This is an optimization exercise on Yosys and OpenROAD, whose aim is small area and a short achievable clock period, not a production implementation. Only simulation tests tie the RTL to the original design; equivalence was not proved. Power and IR drop assume default switching activity.

==> flow/design.v (excerpt) <==
module ddr2_cmd_responder #(
  parameter int BA_BITS      = 3,
  parameter int ADDR_BITS    = 13,
  parameter int DQ_BITS      = 16,
  parameter int DM_BITS      = 2,
  parameter int COL_IDX_BITS = 4
) (
  input  logic                 clk,
  input  logic                 rst,
  input  logic                 cke,
  input  logic                 cs_n,
  input  logic                 ras_n,
  input  logic                 cas_n,
  input  logic                 we_n,
  input  logic [BA_BITS-1:0]   ba,
  input  logic [ADDR_BITS-1:0] addr,
  input  logic [DQ_BITS-1:0]   dq_in,
  input  logic [DM_BITS-1:0]   dm,
  output logic [DQ_BITS-1:0]   dq_out,
  output logic                 dq_oe,
  output logic                 ready,
  output logic                 err,
  output logic [2:0]           err_code
);
Size: about 3900 cells after synthesis, about 63 I/O pins.
export LEC_CHECK = 0
export CAP_MARGIN = 0
export CORE_MARGIN = 2
export CORE_UTILIZATION = 56
export CTS_CLUSTER_DIAMETER = 60
export CTS_CLUSTER_SIZE = 26
export PLACE_DENSITY = 0.66
export SETUP_SLACK_MARGIN = 3.0
export SLEW_MARGIN = 0
export SYNTH_HIERARCHICAL = 1
export SYNTH_MINIMUM_KEEP_SIZE = 0
create_clock -name core_clock -period 5.5 [get_ports {clk}]
run.sh (not shown) runs the stock make flow with config.mk's settings and CLKGATE_MAP_FILE= SYNTH_SCRIPT=/design/flow/synth_recipe.tcl, a recipe that flattens the netlist after the stock synthesis.
The baseline completed without violations.
Next try:
--- a/flow/design.v
+++ b/flow/design.v
@@ -139,19 +139,19 @@
   end
   always_ff @(posedge clk) begin
     rv_q    <= aev && rd_q && !rst;
     for (int b = 0; b < NBANK; b++) begin
       for (int y = 0; y < DM_BITS; y++)
         wbank_n[b][y] <= !(aev && !rd_q && !rst && bank_q == BA_BITS'(b) && !dm[y]);
     end
     for (int c = 0; c < NCOL; c++) col_n[c] <= (bcol != COL_IDX_BITS'(c));
     for (int w = 0; w < DEPTH; w++)
-      rsel[w] <= aev && rd_q && !rst && bank_q == BA_BITS'(w / NCOL) && bcol == COL_IDX_BITS'(w % NCOL);
+      rsel[w] <= aev && rd_q && bank_q == BA_BITS'(w / NCOL) && bcol == COL_IDX_BITS'(w % NCOL);
     wdata_q <= dq_in;
   end
   logic [DEPTH-1:0][DQ_BITS-1:0] mem_q;
   logic [DEPTH-1:0][DM_BITS-1:0] wen;
   for (genvar w = 0; w < DEPTH; w++) begin : g_word
     for (genvar y = 0; y < DM_BITS; y++) begin : g_byte
       ddr2_nor2 u_we (.a(wbank_n[w / NCOL][y]), .b(col_n[w % NCOL]), .y(wen[w][y]));
       always_ff @(posedge clk)
         if (wen[w][y]) mem_q[w][y*BYTE_W +: BYTE_W] <= wdata_q[y*BYTE_W +: BYTE_W];
Hold slack degrades by 0.0038 ns.
Routed wire length went up slightly.
Die area stays flat.
Global-route usage came out higher by 0.28 points.
Sequential cell count does not change.
Count of clock-buffer cells in the layout climbs by 3.
Design area went up slightly.
Fmax rises slightly.
Power is higher slightly.
Synthesized area barely changes.
Clock power rises by a few percent.
Utilization rose by 0.30 points.


The RTL this note starts from:
==> flow/design.v <==
module ddr2_cmd_responder #(
  parameter int BA_BITS      = 3,
  parameter int ADDR_BITS    = 13,
  parameter int DQ_BITS      = 16,
  parameter int DM_BITS      = 2,
  parameter int COL_IDX_BITS = 4
) (
  input  logic                 clk,
  input  logic                 rst,
  input  logic                 cke,
  input  logic                 cs_n,
  input  logic                 ras_n,
  input  logic                 cas_n,
  input  logic                 we_n,
  input  logic [BA_BITS-1:0]   ba,
  input  logic [ADDR_BITS-1:0] addr,
  input  logic [DQ_BITS-1:0]   dq_in,
  input  logic [DM_BITS-1:0]   dm,
  output logic [DQ_BITS-1:0]   dq_out,
  output logic                 dq_oe,
  output logic                 ready,
  output logic                 err,
  output logic [2:0]           err_code
);
  localparam int NBANK  = 1 << BA_BITS;
  localparam int NCOL   = 1 << COL_IDX_BITS;
  localparam int DEPTH  = NBANK * NCOL;
  localparam int BYTE_W = DQ_BITS / DM_BITS;
  logic cmd_v, c_mrs, c_ref, c_pre, c_act, c_rw;
  assign cmd_v = !cs_n && cke;
  assign c_mrs = cmd_v && !ras_n && !cas_n && !we_n;
  assign c_ref = cmd_v && !ras_n && !cas_n &&  we_n;
  assign c_pre = cmd_v && !ras_n &&  cas_n && !we_n;
  assign c_act = cmd_v && !ras_n &&  cas_n &&  we_n;
  assign c_rw  = cmd_v &&  ras_n && !cas_n;           
  logic ba0, mode_ok;
  assign ba0     = (ba == '0);
  assign mode_ok = (addr[6:4] == 3'd3 || addr[6:4] == 3'd4 || addr[6:4] == 3'd5)
                   && (addr[2:1] == 2'b01);
  logic pw_q, wm_q, rdy_q, wpa;
  assign wpa = !pw_q && !wm_q && !rdy_q;
  logic [1:0]       clm2_q;           
  logic             bl8_q;
  logic [NBANK-1:0] open_q;
  logic             busy_q, aact_q, rd_q, bbl8_q;
  logic [1:0]       wait_q;
  logic [2:0]       beat_q;
  logic [BA_BITS-1:0]      bank_q;
  logic [COL_IDX_BITS-1:0] bcol_q;    
  logic             err_q;
  logic             ready_o, err_o;   
  logic [2:0]       code_q;
  logic             rv_q;             
  logic             rv2_q;            
  logic [DQ_BITS-1:0] rdat_q;         
  logic [NBANK-1:0][DM_BITS-1:0] wbank_n;   
  logic [NCOL-1:0]  col_n;            
  logic [DEPTH-1:0] rsel;             
  logic [DQ_BITS-1:0] wdata_q;
  logic             dq_oe_q;
  logic [DQ_BITS-1:0] dq_out_q;
  logic open_ba;
  assign open_ba = open_q[ba];
  logic e_ninit, e_mode, e_ref, e_act, e_closed, e_ovl, new_err;
  logic [2:0] new_code;
  assign e_ninit  = (c_ref || c_act || c_rw) && !rdy_q;
  assign e_mode   = c_mrs && ba0 && !mode_ok;
  assign e_ref    = c_ref && rdy_q && (|open_q);
  assign e_act    = c_act && rdy_q && open_ba;
  assign e_closed = c_rw && rdy_q && !open_ba;
  assign e_ovl    = c_rw && rdy_q && open_ba && busy_q;
  assign new_err  = e_ninit || e_mode || e_ref || e_act || e_closed || e_ovl;
  assign new_code = {e_ref || e_closed || e_ovl,
                     e_mode || e_act || e_ovl,
                     e_ninit || e_act || e_closed};
  logic accept, aev, last;
  logic [COL_IDX_BITS-1:0] mask, bcol, bnext;
  assign accept = c_rw && rdy_q && open_ba && !busy_q;
  assign aev    = aact_q && (wait_q == 2'd0);
  assign last   = (beat_q[1:0] == 2'b11) && (beat_q[2] || !bbl8_q);
  assign mask   = bbl8_q ? COL_IDX_BITS'(7) : COL_IDX_BITS'(3);
  assign bcol   = bcol_q;
  assign bnext  = (bcol_q & ~mask) | ((bcol_q + COL_IDX_BITS'(1)) & mask);
  always_ff @(posedge clk) begin
    if (rst) begin
      pw_q    <= 1'b1;
      wm_q    <= 1'b0;
      rdy_q   <= 1'b0;
      clm2_q  <= 2'd1;
      bl8_q   <= 1'b0;
      open_q  <= '0;
      busy_q  <= 1'b0;
      aact_q  <= 1'b0;
      err_q   <= 1'b0;
      code_q  <= 3'd0;
      ready_o <= 1'b0;
      err_o   <= 1'b0;
    end else begin
      pw_q  <= pw_q && !cke;
      wm_q  <= (wm_q && !(c_mrs && ba0)) || (wpa && c_pre && addr[10]);
      rdy_q <= rdy_q || (wm_q && c_mrs && ba0);
      ready_o <= ready_o || (wm_q && c_mrs && ba0);
      err_o   <= err_o || new_err;
      if (c_mrs && ba0 && mode_ok) begin
        clm2_q <= 2'(addr[6:4] - 3'd2);
        bl8_q  <= addr[0];
      end
      for (int b = 0; b < NBANK; b++) begin
        if (c_pre && (addr[10] || ba == BA_BITS'(b))) open_q[b] <= 1'b0;
        else if (c_act && rdy_q && ba == BA_BITS'(b)) open_q[b] <= 1'b1;
      end
      if (!busy_q) begin
        busy_q <= accept;
        aact_q <= accept;
      end else begin
        if (aev && last) aact_q <= 1'b0;
        if ((aev && last && !rd_q) || (!aact_q && !rv_q)) busy_q <= 1'b0;
      end
      if (!err_q) begin
        err_q  <= new_err;
        code_q <= new_code;
      end
    end
  end
  always_ff @(posedge clk) begin
    if (!busy_q) begin
      rd_q    <= we_n;
      bank_q  <= ba;
      bcol_q  <= addr[COL_IDX_BITS-1:0];
      bbl8_q  <= bl8_q;
      wait_q  <= we_n ? clm2_q - 2'd1 : clm2_q;    
      beat_q  <= 3'd0;
    end else if (aact_q) begin
      if (wait_q != 2'd0) wait_q <= wait_q - 2'd1;
      else begin
        beat_q <= beat_q + 3'd1;
        bcol_q <= bnext;
      end
    end
  end
  always_ff @(posedge clk) begin
    rv_q    <= aev && rd_q && !rst;
    for (int b = 0; b < NBANK; b++) begin
      for (int y = 0; y < DM_BITS; y++)
        wbank_n[b][y] <= !(aev && !rd_q && !rst && bank_q == BA_BITS'(b) && !dm[y]);
    end
    for (int c = 0; c < NCOL; c++) col_n[c] <= (bcol != COL_IDX_BITS'(c));
    for (int w = 0; w < DEPTH; w++)
      rsel[w] <= aev && rd_q && !rst && bank_q == BA_BITS'(w / NCOL) && bcol == COL_IDX_BITS'(w % NCOL);
    wdata_q <= dq_in;
  end
  logic [DEPTH-1:0][DQ_BITS-1:0] mem_q;
  logic [DEPTH-1:0][DM_BITS-1:0] wen;
  for (genvar w = 0; w < DEPTH; w++) begin : g_word
    for (genvar y = 0; y < DM_BITS; y++) begin : g_byte
      ddr2_nor2 u_we (.a(wbank_n[w / NCOL][y]), .b(col_n[w % NCOL]), .y(wen[w][y]));
      always_ff @(posedge clk)
        if (wen[w][y]) mem_q[w][y*BYTE_W +: BYTE_W] <= wdata_q[y*BYTE_W +: BYTE_W];
    end
  end
  localparam int N1 = (DEPTH + 2) / 3;       
  localparam int N2 = (N1 + 3) / 4;          
  localparam int N3 = (N2 + 3) / 4;          
  logic [DQ_BITS-1:0] rdat;
  for (genvar b = 0; b < DQ_BITS; b++) begin : g_bit
    logic [N1-1:0] l1;
    logic [N2-1:0] l2;
    logic [N3-1:0] l3;
    for (genvar g = 0; g < N1; g++) begin : g_l1
      if (3*g + 2 < DEPTH) begin : g_3
        ddr2_aoi222 u (.a0(rsel[3*g]),   .b0(mem_q[3*g][b]),
                       .a1(rsel[3*g+1]), .b1(mem_q[3*g+1][b]),
                       .a2(rsel[3*g+2]), .b2(mem_q[3*g+2][b]), .y(l1[g]));
      end else begin : g_2
        ddr2_aoi22 u (.a0(rsel[3*g]),   .b0(mem_q[3*g][b]),
                      .a1(rsel[3*g+1]), .b1(mem_q[3*g+1][b]), .y(l1[g]));
      end
    end
    for (genvar g = 0; g < N2; g++) begin : g_l2
      if (4*g + 3 < N1) begin : g_4
        ddr2_nand4 u (.a(l1[4*g]), .b(l1[4*g+1]), .c(l1[4*g+2]), .d(l1[4*g+3]), .y(l2[g]));
      end else begin : g_3
        ddr2_nand3 u (.a(l1[4*g]), .b(l1[4*g+1]), .c(l1[4*g+2]), .y(l2[g]));
      end
    end
    for (genvar g = 0; g < N3; g++) begin : g_l3
      if (4*g + 3 < N2) begin : g_4
        ddr2_nor4 u (.a(l2[4*g]), .b(l2[4*g+1]), .c(l2[4*g+2]), .d(l2[4*g+3]), .y(l3[g]));
      end else begin : g_3
        ddr2_nor3 u (.a(l2[4*g]), .b(l2[4*g+1]), .c(l2[4*g+2]), .y(l3[g]));
      end
    end
    assign rdat[b] = !(&l3);
  end
  always_ff @(posedge clk) begin
    if (rst) begin
      dq_oe_q  <= 1'b0;
      dq_out_q <= '0;
    end else begin
      dq_oe_q  <= rv2_q;
      dq_out_q <= rdat_q;
    end
  end
  always_ff @(posedge clk) begin
    rv2_q  <= rv_q && !rst;
    rdat_q <= rst ? '0 : rdat;
  end
  assign dq_out   = dq_out_q;
  assign dq_oe    = dq_oe_q;
  assign ready    = ready_o;
  assign err      = err_o;
  assign err_code = code_q;
endmodule
module ddr2_nor2 (input logic a, b, output logic y);
  assign y = !(a || b);
endmodule
module ddr2_aoi222 (input logic a0, b0, a1, b1, a2, b2, output logic y);
  assign y = !((a0 && b0) || (a1 && b1) || (a2 && b2));
endmodule
module ddr2_aoi22 (input logic a0, b0, a1, b1, output logic y);
  assign y = !((a0 && b0) || (a1 && b1));
endmodule
module ddr2_nand4 (input logic a, b, c, d, output logic y);
  assign y = !(a && b && c && d);
endmodule
module ddr2_nand3 (input logic a, b, c, output logic y);
  assign y = !(a && b && c);
endmodule
module ddr2_nor4 (input logic a, b, c, d, output logic y);
  assign y = !(a || b || c || d);
endmodule
module ddr2_nor3 (input logic a, b, c, output logic y);
  assign y = !(a || b || c);
endmodule
Settings: LEC_CHECK=0, CAP_MARGIN=20, CORE_MARGIN=2, CORE_UTILIZATION=50, CTS_CLUSTER_DIAMETER=60, CTS_CLUSTER_SIZE=26, PLACE_DENSITY=0.6, SETUP_SLACK_MARGIN=3.0, SLEW_MARGIN=20, SYNTH_HIERARCHICAL=1, SYNTH_MINIMUM_KEEP_SIZE=0; clock period 5.5 ns.
Edit:
--- a/flow/design.v
+++ b/flow/design.v
@@ -47,11 +47,8 @@
   logic [2:0]       beat_q;
   logic [BA_BITS-1:0]      bank_q;
-  logic [COL_IDX_BITS-1:0] bcol_q;    
+  logic [COL_IDX_BITS-1:0] start_q;
   logic             err_q;
-  logic             ready_o, err_o;   
   logic [2:0]       code_q;
   logic             rv_q;             
-  logic             rv2_q;            
-  logic [DQ_BITS-1:0] rdat_q;         
   logic [NBANK-1:0][DM_BITS-1:0] wbank_n;   
   logic [NCOL-1:0]  col_n;            
@@ -75,11 +72,10 @@
                      e_ninit || e_act || e_closed};
   logic accept, aev, last;
-  logic [COL_IDX_BITS-1:0] mask, bcol, bnext;
+  logic [COL_IDX_BITS-1:0] mask, bcol;
   assign accept = c_rw && rdy_q && open_ba && !busy_q;
   assign aev    = aact_q && (wait_q == 2'd0);
   assign last   = (beat_q[1:0] == 2'b11) && (beat_q[2] || !bbl8_q);
   assign mask   = bbl8_q ? COL_IDX_BITS'(7) : COL_IDX_BITS'(3);
-  assign bcol   = bcol_q;
-  assign bnext  = (bcol_q & ~mask) | ((bcol_q + COL_IDX_BITS'(1)) & mask);
+  assign bcol   = (start_q & ~mask) | ((start_q + COL_IDX_BITS'(beat_q)) & mask);
   always_ff @(posedge clk) begin
     if (rst) begin
@@ -94,12 +90,8 @@
       err_q   <= 1'b0;
       code_q  <= 3'd0;
-      ready_o <= 1'b0;
-      err_o   <= 1'b0;
     end else begin
       pw_q  <= pw_q && !cke;
       wm_q  <= (wm_q && !(c_mrs && ba0)) || (wpa && c_pre && addr[10]);
       rdy_q <= rdy_q || (wm_q && c_mrs && ba0);
-      ready_o <= ready_o || (wm_q && c_mrs && ba0);
-      err_o   <= err_o || new_err;
       if (c_mrs && ba0 && mode_ok) begin
         clm2_q <= 2'(addr[6:4] - 3'd2);
@@ -115,5 +107,5 @@
       end else begin
         if (aev && last) aact_q <= 1'b0;
-        if ((aev && last && !rd_q) || (!aact_q && !rv_q)) busy_q <= 1'b0;
+        if ((aev && last && !rd_q) || !aact_q) busy_q <= 1'b0;
       end
       if (!err_q) begin
@@ -127,14 +119,11 @@
       rd_q    <= we_n;
       bank_q  <= ba;
-      bcol_q  <= addr[COL_IDX_BITS-1:0];
+      start_q <= addr[COL_IDX_BITS-1:0];
       bbl8_q  <= bl8_q;
-      wait_q  <= we_n ? clm2_q - 2'd1 : clm2_q;    
+      wait_q  <= clm2_q;
       beat_q  <= 3'd0;
     end else if (aact_q) begin
       if (wait_q != 2'd0) wait_q <= wait_q - 2'd1;
-      else begin
-        beat_q <= beat_q + 3'd1;
-        bcol_q <= bnext;
-      end
+      else                beat_q <= beat_q + 3'd1;
     end
   end
@@ -198,16 +187,12 @@
       dq_out_q <= '0;
     end else begin
-      dq_oe_q  <= rv2_q;
-      dq_out_q <= rdat_q;
-    end
-  end
-  always_ff @(posedge clk) begin
-    rv2_q  <= rv_q && !rst;
-    rdat_q <= rst ? '0 : rdat;
+      dq_oe_q  <= rv_q;
+      dq_out_q <= rdat;
+    end
   end
   assign dq_out   = dq_out_q;
   assign dq_oe    = dq_oe_q;
-  assign ready    = ready_o;
-  assign err      = err_o;
+  assign ready    = rdy_q;
+  assign err      = err_q;
   assign err_code = code_q;
 endmodule
Sequential power barely changes.
Synthesized cell count fell by 1.5%.
Power fell by 0.49%.
Die area fell by 1.2%.
Register-to-register slack gains 0.05 ns.
Cell area fell by 0.35%.
Global-route usage rose by 0.48 points.
Area after synthesis fell by 1.2%.
Worst hold slack gains 0.033 ns.

==> separate check: timing with driven ports <==
How much do the figures lean on ideal ports? The routed layouts below were timed once more, with nothing changed but the port constraints.
Step 1, drivers: a clkbuf_16 drives clk and a buf_2 each remaining input, both assumed.
Step 2, shift: input delay + t, output delay - t, t = (earliest + latest rising clock arrival at the registers) / 2. This alone moves slack from input paths to output paths.
a / b / c = ideal ports / drivers / drivers and shift; a / b = the first two.
run | t, ns | slack for setup (ns) | hold WS [ns] | pins driven straight from the clock port
the first run of note 1 | 0.868 | 2.950 / 2.947 / 2.205 | 0.416 / 0.416 / 0.416 | 1
the second run of note 1 | 0.867 | 2.999 / 2.991 / 2.257 | 0.412 / 0.412 / 0.412 | 1
the first run of note 2 | 0.863 | 2.850 / 2.850 / 2.222 | 0.444 / 0.444 / 0.444 | 1
the second run of note 2 | 0.869 | 2.896 / 2.896 / 2.231 | 0.477 / 0.477 / 0.477 | 1
After both steps every run listed still meets setup and hold. For the first run of note 1, which loses most, drivers alone change the setup slack by -0.003 ns; drivers and shift together by -0.745 ns.
